Background: an optimization exercise with open tools, aiming at small area, a short achievable clock period and few clock cycles per item. Do not read the settings as production practice.
RTL that was checked went through simulation tests only; none was proved equivalent to the original.

==> inputs of job 4478 <==
Design knight_blocked_lattice_path_count, start of the top module:
module knight_blocked_lattice_path_count (
	input  logic               clk,
	input  logic               arst_n,
	input  logic               in_valid,
	output logic               in_stall,
	input  logic [COORD_W-1:0] target_x,
	input  logic [COORD_W-1:0] target_y,
	input  logic [COORD_W-1:0] knight_x,
	input  logic [COORD_W-1:0] knight_y,
	output logic               out_valid,
	input  logic               out_stall,
	output logic [COUNT_W-1:0] path_count
);
make LEC_CHECK=0 CAP_MARGIN=20 CORE_MARGIN=2 CORE_UTILIZATION=40 CTS_CLUSTER_DIAMETER=110 CTS_CLUSTER_SIZE=24 PLACE_DENSITY=0.6 SETUP_SLACK_MARGIN=3.3 SLEW_MARGIN=20 finish   # period 6.0 ns
run.sh (not shown) runs the stock make flow with config.mk's settings and CLKGATE_MAP_FILE= SYNTH_SCRIPT=/design/flow/synth_recipe.tcl, a recipe that flattens the netlist after the stock synthesis.
==> job 2366 (differences from job 4478) <==
--- a/flow/design.v
+++ b/flow/design.v
@@ -1,14 +1,14 @@
 package klpc_pkg;
 	localparam int GRID_SIZE = 32;
 	localparam int COORD_W   = 5;
 	localparam int COUNT_W   = 59;
-	localparam int NDIG = 13;
+	localparam int NDIG = 15;
 	localparam int KD0  = 3;
-	localparam int KD   = 5;
+	localparam int KD   = 4;
 	localparam int TD_W = 12;
 	localparam int NSLOT = 5;
 endpackage
 import klpc_pkg::*;
 module klpc_cell #(
 	parameter int Y  = 0,
 	parameter int W  = 1,
@@ -285,15 +285,15 @@
 	logic             inq, qpass, seek, hc0, kill;
 	logic [5:0]       hc, kc;
 	logic [4:0]       kn;
 	logic [5:0]       npend;
 	logic             npz, npo;
 	logic [5:0]       npend_p1, npend_m1;
 	logic             pass_q;
-	localparam int TW = $clog2(SP + 1);
+	localparam int TW = (SP < 16) ? 4 : ((SP < 32) ? 5 : 6);
 	logic [NSLOT-1:0][TW-1:0] tmr;
 	logic xf, xl, in_q, cur_pass, recirc, pass_ev, cap0, head, lastiss;
 	for (genvar i = 0; i < NSLOT; i++) begin : g_free
 		assign sfree[i] = (sst[i] == S_FREE);
 	end
 	assign xf       = x_first && !kill;
 	assign xl       = x_last && !kill;
==> flow/config.mk (replaced) <==
export PLATFORM = sky130hd
export DESIGN_NAME = knight_blocked_lattice_path_count
export DESIGN_NICKNAME = knight_blocked_lattice_path_count
export VERILOG_FILES = /design/flow/design.v
export SDC_FILE = /design/flow/constraint.sdc
export NUM_CORES = 4
export LEC_CHECK = 0
export CAP_MARGIN = 20
export CORE_MARGIN = 2
export CORE_UTILIZATION = 50
export CTS_CLUSTER_DIAMETER = 110
export CTS_CLUSTER_SIZE = 24
export PLACE_DENSITY = 0.7
export SETUP_SLACK_MARGIN = 3.6
export SLEW_MARGIN = 20
==> impl_summary.log <==
[metrics] data-path buffer share of cell area in the final layout: 1.13%
[metrics] M1 WL: 81900 um
[metrics] number of optimization iterations in the first detailed-route pass: 6
[metrics] maximum buffer depth of the clock tree: 4
[metrics] post-synthesis share of cell area spent on xor and xnor gates: 0.565%
[metrics] share of synthesized area spent on multiplexers: 0.662%
[metrics] post-layout worst setup margin: 3280 ps
[metrics] outcome: finished clean
[metrics] slew at the pin closest to its max-slew limit: 1090 ps
[metrics] Critical Path Sink Type: flip-flop
[metrics] Non-clk bufs: 157
[metrics] post-route minimum period: 2720 ps
[metrics] number of design-rule violations left by the first detailed-router iteration: 2530
[metrics] category of the most critical setup path: in2reg
[metrics] std cell rows: 196
# the run above: job 4478

==> impl_summary.log <==
[metrics] outcome: finished clean
[metrics] post-synthesis share of cell area spent on xor and xnor gates: 0.549%
[metrics] M1 WL: 76300 um
[metrics] number of design-rule violations left by the first detailed-router iteration: 2371
[metrics] post-layout worst setup margin: 3400 ps
[metrics] data-path buffer share of cell area in the final layout: 1.17%
[metrics] Critical Path Sink Type: output pin
[metrics] post-route minimum period: 2600 ps
[metrics] area fraction of the dominant cell type after synthesis: 43.0%
[metrics] share of synthesized area spent on multiplexers: 1.69%
[metrics] Non-clk bufs: 142
[metrics] std cell rows: 178
[metrics] number of optimization iterations in the first detailed-route pass: 5
[metrics] slew at the pin closest to its max-slew limit: 1110 ps
[metrics] number of primary I/O pins: 85
[metrics] maximum buffer depth of the clock tree: 3
# the run above: job 2366

Testbench counts of job 2366, summed over its fixed seeds: cycles 17,016, items 1,600.
No functional check of the RTL was part of job 4478.

========
==> run a <==
Another version of the RTL of knight_blocked_lattice_path_count (not shown whole).
clock: 6.0 ns
lec_check: 0
cap_margin: 20
core_margin: 2
core_utilization: 40
place_density: 0.6
setup_slack_margin: 3.0
slew_margin: 20
==> run b: changes against run a <==
--- a/flow/design.v
+++ b/flow/design.v
@@ -1,14 +1,14 @@
 package klpc_pkg;
 	localparam int GRID_SIZE = 32;
 	localparam int COORD_W   = 5;
 	localparam int COUNT_W   = 59;
-	localparam int NDIG = 8;
-	localparam int KD0  = 4;
-	localparam int KD   = 8;
+	localparam int NDIG = 15;
+	localparam int KD0  = 3;
+	localparam int KD   = 4;
 	localparam int TD_W = 12;
-	localparam int NSLOT = 3;
+	localparam int NSLOT = 5;
 endpackage
 import klpc_pkg::*;
 module klpc_cell #(
 	parameter int Y  = 0,
 	parameter int W  = 1,
@@ -43,10 +43,19 @@
 	for (genvar d = 0; d < ND; d++) begin : g_dig
 		localparam int LO  = dlo(d);
 		localparam int HI  = ((dlo(d + 1) < W) ? dlo(d + 1) : W) - 1;
 		localparam int DW  = HI - LO + 1;
 		localparam int NHI = (HI < WN - 1) ? HI : WN - 1;
+		function automatic logic [DW:0] rca(input logic [DW-1:0] a, input logic [DW-1:0] b, input logic ci);
+			logic c;
+			c = ci;
+			for (int i = 0; i < DW; i++) begin
+				rca[i] = a[i] ^ b[i] ^ c;
+				c = (a[i] & b[i]) | (a[i] & c) | (b[i] & c);
+			end
+			rca[DW] = c;
+		endfunction
 		logic [DW-1:0] q, own, nbd;
 		logic [DW:0]   sum;
 		assign cnt[HI:LO] = q;
 		if (WN > LO) begin : g_nb
 			assign nbd = DW'(nb[NHI:LO]);
@@ -57,11 +66,11 @@
 			if (DW > 1) begin : g_w
 				assign own = {cnt[HI:1] & {(DW-1){!z}}, !copy && (t_first ? init : cnt[0])};
 			end else begin : g_n
 				assign own = !copy && (t_first ? init : cnt[0]);
 			end
-			assign sum = {1'b0, own} + {1'b0, nbd};
+			assign sum = rca(own, nbd, 1'b0);
 			always_ff @(posedge clk) begin
 				q <= blk ? '0 : sum[DW-1:0];
 			end
 			if (ND > 1) begin : g_c
 				logic c_q, z_q, b_q;
@@ -74,11 +83,11 @@
 				assign zq[1] = z_q;
 				assign bq[1] = b_q;
 			end
 		end else begin : g_dn
 			assign own = cnt[HI:LO] & {DW{!zq[d]}};
-			assign sum = {1'b0, own} + {1'b0, nbd} + (DW+1)'(cy[d]);
+			assign sum = rca(own, nbd, cy[d]);
 			always_ff @(posedge clk) begin
 				q <= bq[d] ? '0 : sum[DW-1:0];
 			end
 			if (d < ND - 1) begin : g_c
 				logic c_q, z_q, b_q;
@@ -115,26 +124,27 @@
 	input  logic               x_last,
 	input  logic [TD_W-1:0]    x_dat,
 	input  logic [COUNT_W-1:0] res
 );
 	localparam int RING = 33;        
-	localparam int SP   = NDIG + 1;  
+	localparam int SP   = NDIG + 2;  
 	function automatic int dlo(input int d);
 		dlo = (d == 0) ? 0 : KD0 + (d - 1) * KD;
 	endfunction
-	function automatic logic [1:0] inc3(input logic [1:0] v);
-		inc3 = (v == 2'(NSLOT - 1)) ? 2'd0 : v + 2'd1;
+	localparam int SIW = (NSLOT > 4) ? 3 : 2;    
+	function automatic logic [SIW-1:0] inc3(input logic [SIW-1:0] v);
+		inc3 = (v == SIW'(NSLOT - 1)) ? '0 : v + SIW'(1);
 	endfunction
 	logic       a_v, p_v, b_v;
 	logic       a_take, p_take, b_take;
 	logic [4:0] a_tx, a_ty, a_kx, a_ky;
-	logic [4:0] p_tx, p_ty, p_kx, p_ky;
 	logic       sw;
 	logic stall_q;
 	assign in_stall = stall_q;
 	assign a_take   = in_valid && !in_stall;
 	assign p_take   = a_v && (!p_v || b_take);
+	assign sw       = target_x > target_y;
 	logic a_v_n, p_v_n;
 	assign a_v_n = a_take || (a_v && !p_take);
 	assign p_v_n = p_take || (p_v && !b_take);
 	always_ff @(posedge clk or negedge arst_n) begin
 		if (!arst_n) begin
@@ -147,52 +157,65 @@
 			stall_q <= a_v_n && p_v_n;
 		end
 	end
 	always_ff @(posedge clk) begin
 		if (a_take) begin
-			sw   <= target_x > target_y;
-			a_tx <= target_x;
-			a_ty <= target_y;
-			a_kx <= knight_x;
-			a_ky <= knight_y;
-		end
-		if (p_take) begin
-			p_tx <= sw ? a_ty : a_tx;
-			p_ty <= sw ? a_tx : a_ty;
-			p_kx <= sw ? a_ky : a_kx;
-			p_ky <= sw ? a_kx : a_ky;
+			a_tx <= sw ? target_y : target_x;
+			a_ty <= sw ? target_x : target_y;
+			a_kx <= sw ? knight_y : knight_x;
+			a_ky <= sw ? knight_x : knight_y;
 		end
 	end
-	logic [4:0] b0m;
+	logic [4:0] b0m, b0;
 	logic       b0none;
 	always_comb begin
 		b0m    = 5'd31;
+		b0     = 5'd0;
 		b0none = 1'b1;
-		case (p_kx)
+		case (a_kx)
 			5'd0: begin
-				if (p_ky != 5'd0) begin
-					b0m = p_ky - 5'd1;  b0none = 1'b0;
+				if (a_ky != 5'd0) begin
+					b0m = a_ky - 5'd1;  b0 = a_ky;         b0none = 1'b0;
 				end
 			end
 			5'd1: begin
-				if (p_ky >= 5'd3) begin
-					b0m = p_ky - 5'd3;  b0none = 1'b0;
+				if (a_ky >= 5'd3) begin
+					b0m = a_ky - 5'd3;  b0 = a_ky - 5'd2;  b0none = 1'b0;
 				end else begin
-					b0m = p_ky + 5'd1;  b0none = 1'b0;
+					b0m = a_ky + 5'd1;  b0 = a_ky + 5'd2;  b0none = 1'b0;
 				end
 			end
 			5'd2: begin
-				if (p_ky >= 5'd2) begin
-					b0m = p_ky - 5'd2;  b0none = 1'b0;
+				if (a_ky >= 5'd2) begin
+					b0m = a_ky - 5'd2;  b0 = a_ky - 5'd1;  b0none = 1'b0;
 				end else begin
-					b0m = p_ky;         b0none = 1'b0;
+					b0m = a_ky;         b0 = a_ky + 5'd1;  b0none = 1'b0;
 				end
 			end
 			default: begin
 			end
 		endcase
 	end
+	logic       px01;
+	assign px01 = (a_tx[4:1] == 4'd0);
+	logic       p_x0, p_lastcol;
+	logic [1:0] p_x0cls;
+	logic [4:0] p_x0ky, p_ky, p_ty, p_ff, p_rc0;
+	logic [5:0] p_dxc0;
+	always_ff @(posedge clk) begin
+		if (p_take) begin
+			p_x0      <= px01;
+			p_x0cls   <= b0none ? 2'd3 : 2'd0;
+			p_x0ky    <= b0;
+			p_ky      <= a_ky;
+			p_ty      <= a_ty;
+			p_ff      <= px01 ? 5'd0 : b0m;
+			p_dxc0    <= 6'd1 - {1'b0, a_kx};
+			p_rc0     <= px01 ? {4'd0, a_tx[0]} : a_tx - 5'd1;
+			p_lastcol <= (a_tx == 5'd0);
+		end
+	end
 	logic       b_first, b_x0, b_lastcol, b_tok0;
 	logic [1:0] b_x0cls, b_cls;
 	logic [4:0] b_ky, b_x0ky, b_ty, b_ff, b_f;
 	logic [5:0] b_dxc, b_dxc0;
 	logic [4:0] b_rc, b_rc0;
@@ -230,25 +253,23 @@
 			end else if (enter_q) begin
 				b_first <= 1'b1;
 			end
 		end
 	end
-	logic px01;
-	assign px01 = (p_tx[4:1] == 4'd0);
 	always_ff @(posedge clk) begin
 		if (b_take) begin
-			b_x0      <= px01;
-			b_x0cls   <= b0none ? 2'd3 : 2'd0;
-			b_x0ky    <= 5'(b0m + 5'd1);
+			b_x0      <= p_x0;
+			b_x0cls   <= p_x0cls;
+			b_x0ky    <= p_x0ky;
 			b_ky      <= p_ky;
 			b_ty      <= p_ty;
-			b_ff      <= px01 ? 5'd0 : b0m;
-			b_dxc     <= 6'd1 - {1'b0, p_kx};
-			b_dxc0    <= 6'd1 - {1'b0, p_kx};
-			b_rc      <= px01 ? {4'd0, p_tx[0]} : p_tx - 5'd1;
-			b_rc0     <= px01 ? {4'd0, p_tx[0]} : p_tx - 5'd1;
-			b_lastcol <= (p_tx == 5'd0);
+			b_ff      <= p_ff;
+			b_dxc     <= p_dxc0;
+			b_dxc0    <= p_dxc0;
+			b_rc      <= p_rc0;
+			b_rc0     <= p_rc0;
+			b_lastcol <= p_lastcol;
 		end else if (issue) begin
 			if (!b_tok0) b_dxc <= b_dxc + 6'd1;
 			b_rc      <= b_rc - 5'd1;
 			b_lastcol <= (b_rc == 5'd1);
 		end else if (enter_q) begin
@@ -258,22 +279,21 @@
 		end
 	end
 	localparam logic [1:0] S_FREE = 2'd0, S_RES = 2'd1, S_VAL = 2'd2;
 	logic [NSLOT-1:0][1:0] sst;
 	logic [NSLOT-1:0] sfree;
-	logic [1:0]       wslot, cslot, rslot;
+	logic [SIW-1:0]   wslot, cslot, rslot;
 	logic             inq, qpass, seek, hc0, kill;
 	logic [5:0]       hc, kc;
 	logic [4:0]       kn;
 	logic [5:0]       npend;
 	logic             npz, npo;
 	logic [5:0]       npend_p1, npend_m1;
-	assign npend_p1 = npend + 6'd1;
-	assign npend_m1 = npend - 6'd1;
 	logic             pass_q;
-	logic [NSLOT-1:0][3:0] tmr;
-	logic xf, xl, in_q, cur_pass, recirc, pass_ev, cap0, head, lastiss, oload;
+	localparam int TW = (SP < 16) ? 4 : ((SP < 32) ? 5 : 6);
+	logic [NSLOT-1:0][TW-1:0] tmr;
+	logic xf, xl, in_q, cur_pass, recirc, pass_ev, cap0, head, lastiss;
 	for (genvar i = 0; i < NSLOT; i++) begin : g_free
 		assign sfree[i] = (sst[i] == S_FREE);
 	end
 	assign xf       = x_first && !kill;
 	assign xl       = x_last && !kill;
@@ -285,11 +305,11 @@
 	assign head     = seek || hc0;
 	assign lastiss  = issue && b_lastcol;
 	logic       ring_n, seek_n, hc0_n, kill_n;
 	logic [5:0] hc_n, kc_n;
 	logic [4:0] kn_n, j;
-	logic [1:0] wslot_n;
+	logic [SIW-1:0] wslot_n;
 	assign j = b_v ? (b_rc0 - b_rc) : 5'd0;
 	always_comb begin
 		wslot_n = pass_ev ? inc3(wslot) : wslot;
 		kc_n    = (kc != 6'd0) ? kc - 6'd1 : kc;
 		kn_n    = kill ? kn - 5'd1 : kn;
@@ -332,12 +352,14 @@
 			hc      <= 6'd0;
 			hc0     <= 1'b1;
 			kc      <= 6'd0;
 			kn      <= 5'd0;
 			kill    <= 1'b0;
-			npend   <= 6'd0;
-			npz     <= 1'b1;
+			npend    <= 6'd0;
+			npend_p1 <= 6'd1;
+			npend_m1 <= 6'h3f;
+			npz      <= 1'b1;
 			npo     <= 1'b0;
 			pass_q  <= 1'b0;
 			enter_q <= 1'b0;
 			islot   <= NSLOT'(1);
 			tmr     <= '0;
@@ -351,27 +373,31 @@
 			hc0     <= hc0_n;
 			kc      <= kc_n;
 			kn      <= kn_n;
 			kill    <= kill_n;
 			if (lastiss && !pass_ev) begin
-				npend <= npend_p1;
-				npz   <= 1'b0;
-				npo   <= npz;
+				npend    <= npend_p1;
+				npend_p1 <= npend_p1 + 6'd1;
+				npend_m1 <= npend;
+				npz      <= 1'b0;
+				npo      <= npz;
 			end else if (!lastiss && pass_ev) begin
-				npend <= npend_m1;
-				npz   <= npo;
-				npo   <= (npend == 6'd2);
+				npend    <= npend_m1;
+				npend_p1 <= npend;
+				npend_m1 <= npend_m1 - 6'd1;
+				npz      <= npo;
+				npo      <= (npend == 6'd2);
 			end
 			pass_q  <= n_head && n_free;
 			enter_q <= !ring_n && n_first && !(n_head && n_free);
 			for (int i = 0; i < NSLOT; i++) begin
 				if (lastiss && islot[i]) begin
-					tmr[i]    <= 4'(SP);
+					tmr[i]    <= TW'(SP);
 					tmr_ok[i] <= 1'b0;
-				end else if (tmr[i] != 4'd0) begin
-					tmr[i]    <= tmr[i] - 4'd1;
-					tmr_ok[i] <= (tmr[i] == 4'd1);
+				end else if (tmr[i] != '0) begin
+					tmr[i]    <= tmr[i] - TW'(1);
+					tmr_ok[i] <= (tmr[i] == TW'(1));
 				end
 			end
 			if (lastiss) islot <= {islot[NSLOT-2:0], islot[NSLOT-1]};
 		end
 	end
@@ -396,68 +422,68 @@
 		end else begin
 			o_dat <= {b_f, b_tok0 ? b_x0ky : b_ky, b_cls};
 		end
 	end
 	logic [NDIG-1:1]               capv;
-	logic [NDIG-1:1][1:0]          caps;
+	logic [NDIG-1:1][SIW-1:0]      caps;
 	logic [NSLOT-1:0][COUNT_W-1:0] slot;
 	always_ff @(posedge clk or negedge arst_n) begin
 		if (!arst_n) begin
 			capv  <= '0;
-			cslot <= 2'd0;
-			wslot <= 2'd0;
-			rslot <= 2'd0;
+			cslot <= '0;
+			wslot <= '0;
+			rslot <= '0;
 			sst   <= '0;
 		end else begin
 			capv[1] <= cap0;
 			for (int d = 2; d < NDIG; d++) capv[d] <= capv[d-1];
 			if (cap0) cslot <= inc3(cslot);
 			wslot <= wslot_n;
 			if (pass_ev) sst[wslot] <= S_RES;
 			if (capv[NDIG-1]) sst[caps[NDIG-1]] <= S_VAL;
-			if (oload) begin
-				sst[rslot] <= S_FREE;
-				rslot      <= inc3(rslot);
-			end
+			if (hand) sst[rslot] <= S_FREE;
+			rslot <= rslot_n;
 		end
 	end
 	always_ff @(posedge clk) begin
 		caps[1] <= cslot;
 		for (int d = 2; d < NDIG; d++) caps[d] <= caps[d-1];
 	end
 	for (genvar d = 0; d < NDIG; d++) begin : g_cap
 		localparam int LO = dlo(d);
 		localparam int HI = ((dlo(d + 1) < COUNT_W) ? dlo(d + 1) : COUNT_W) - 1;
 		logic       en;
-		logic [1:0] ci;
+		logic [SIW-1:0] ci;
 		if (d == 0) begin : g_e0
 			assign en = cap0;
 			assign ci = cslot;
 		end else begin : g_en
 			assign en = capv[d];
 			assign ci = caps[d];
 		end
 		for (genvar s = 0; s < NSLOT; s++) begin : g_s
 			logic [HI-LO:0] q;
 			always_ff @(posedge clk) begin
-				if (en && (ci == 2'(s))) q <= res[HI:LO];
+				if (en && (ci == SIW'(s))) q <= res[HI:LO];
 			end
 			assign slot[s][HI:LO] = q;
 		end
 	end
-	logic               ov_q;
+	logic               ov_q, hand;
+	logic [SIW-1:0]     rslot_n;
 	logic [COUNT_W-1:0] out_q;
-	assign oload = (sst[rslot] == S_VAL) && (!ov_q || !out_stall);
+	assign hand    = ov_q && !out_stall;
+	assign rslot_n = hand ? inc3(rslot) : rslot;
 	always_ff @(posedge clk or negedge arst_n) begin
 		if (!arst_n) begin
 			ov_q <= 1'b0;
 		end else begin
-			ov_q <= oload || (ov_q && out_stall);
+			ov_q <= (sst[rslot_n] == S_VAL);
 		end
 	end
 	always_ff @(posedge clk) begin
-		if (oload) out_q <= slot[rslot];
+		out_q <= slot[rslot_n];
 	end
 	assign out_valid  = ov_q;
 	assign path_count = out_q;
 endmodule
 import klpc_pkg::*;
- CORE_UTILIZATION: 40 -> 50
- CTS_CLUSTER_DIAMETER: not set -> 90
- CTS_CLUSTER_SIZE: not set -> 20
- PLACE_DENSITY: 0.6 -> 0.7
- SETUP_SLACK_MARGIN: 3.0 -> 3.5
==> qor summary <==
metric                                                                       run a                     run b
CP max FO                                                                        7                         2
Reg2reg start                                                u_ctrl.ring$_DFF_PN0_  u_ctrl.enter_q$_DFF_PN0_
Final core area utilization                                                  45.1%                     55.1%
Clock-pin slew on the worst setup and hold paths                           0.06 ns                   0.08 ns
Status                                                              finished clean            finished clean
Non-filler cells in the finished layout                                     15,800                    12,600
Number of global-route vias before repair                                   79,900                    64,000
FF-to-FF setup slack                                                       3.05 ns                   3.56 ns
Final hold slack                                                          0.209 ns                  0.319 ns
Worst setup margin                                                         3.05 ns                   3.43 ns
Layout clock buffer count                                                      391                       235
Footprint of the multi-input gates                                    58,500 sq um              47,800 sq um
Total routed wirelength                                                 225,000 um                174,000 um
Path class of the lowest-slack min-delay path                             in2async                   reg2reg
Fmax                                                                       339 MHz                   389 MHz
Area of the core                                                     290,000 sq um             235,000 sq um
Multi-input logic portion of the cell area                                   44.6%                     36.9%
Fraction of the mapped netlist area in simple logic gates                    17.8%                     14.6%
Bufs on Longest Clock Path                                                       4                         3
Share of final layout cell area taken by non-clock buffers                  0.754%                     1.04%
Met1 demand-to-capacity share in global routing                              18.3%                     19.1%
Final routed wire length divided by cell count                             14.2 um                   13.8 um
Initial core utilization                                                     40.1%                     50.2%
Number of instances in the placed design                                    15,400                    12,300
Testbench counts of run b, summed over its fixed seeds: cycles 17,016, items 1,600.
No functional check of the RTL was part of run a.

-- re-timing with driven ports --
In the flow no input, the clock included, has a driving cell. The finished layouts below were timed again as built, in two steps. Step 1 sets driving cells, clkbuf_16 on the clock port and buf_2 on the other inputs (assumed; they add their load-dependent delay and slew). Step 2 adds t to the input delays and takes it off the output delays; t is the mean of the earliest and latest rising clock arrival at the registers after step 1. Input paths then give back, and output paths get back, about the clock's delay inside the block. Three values: no drivers, after step 1, after step 2; two values: the first two.
| run | t, ns | slack for setup (ns) | slew at the worst register clock pin (ns) | worst slew at a driven data input, ns |
|---|---|---|---|---|
| job 4478 | 0.893 | 3.276 / 3.287 / 2.449 | 0.10 / 0.10 | 0.04 |
| job 2366 | 0.892 | 3.402 / 3.317 / 2.758 | 0.11 / 0.11 | 0.10 |
| run a | 0.908 | 3.047 / 3.009 / 2.761 | 0.07 / 0.07 | 0.10 |
| run b | 0.895 | 3.430 / 3.347 / 2.644 | 0.09 / 0.09 | 0.11 |
After both steps setup and hold are still met in every run listed. The setup slack of job 4478, which loses most, moves by +0.011 ns with the drivers and by -0.827 ns with both steps.
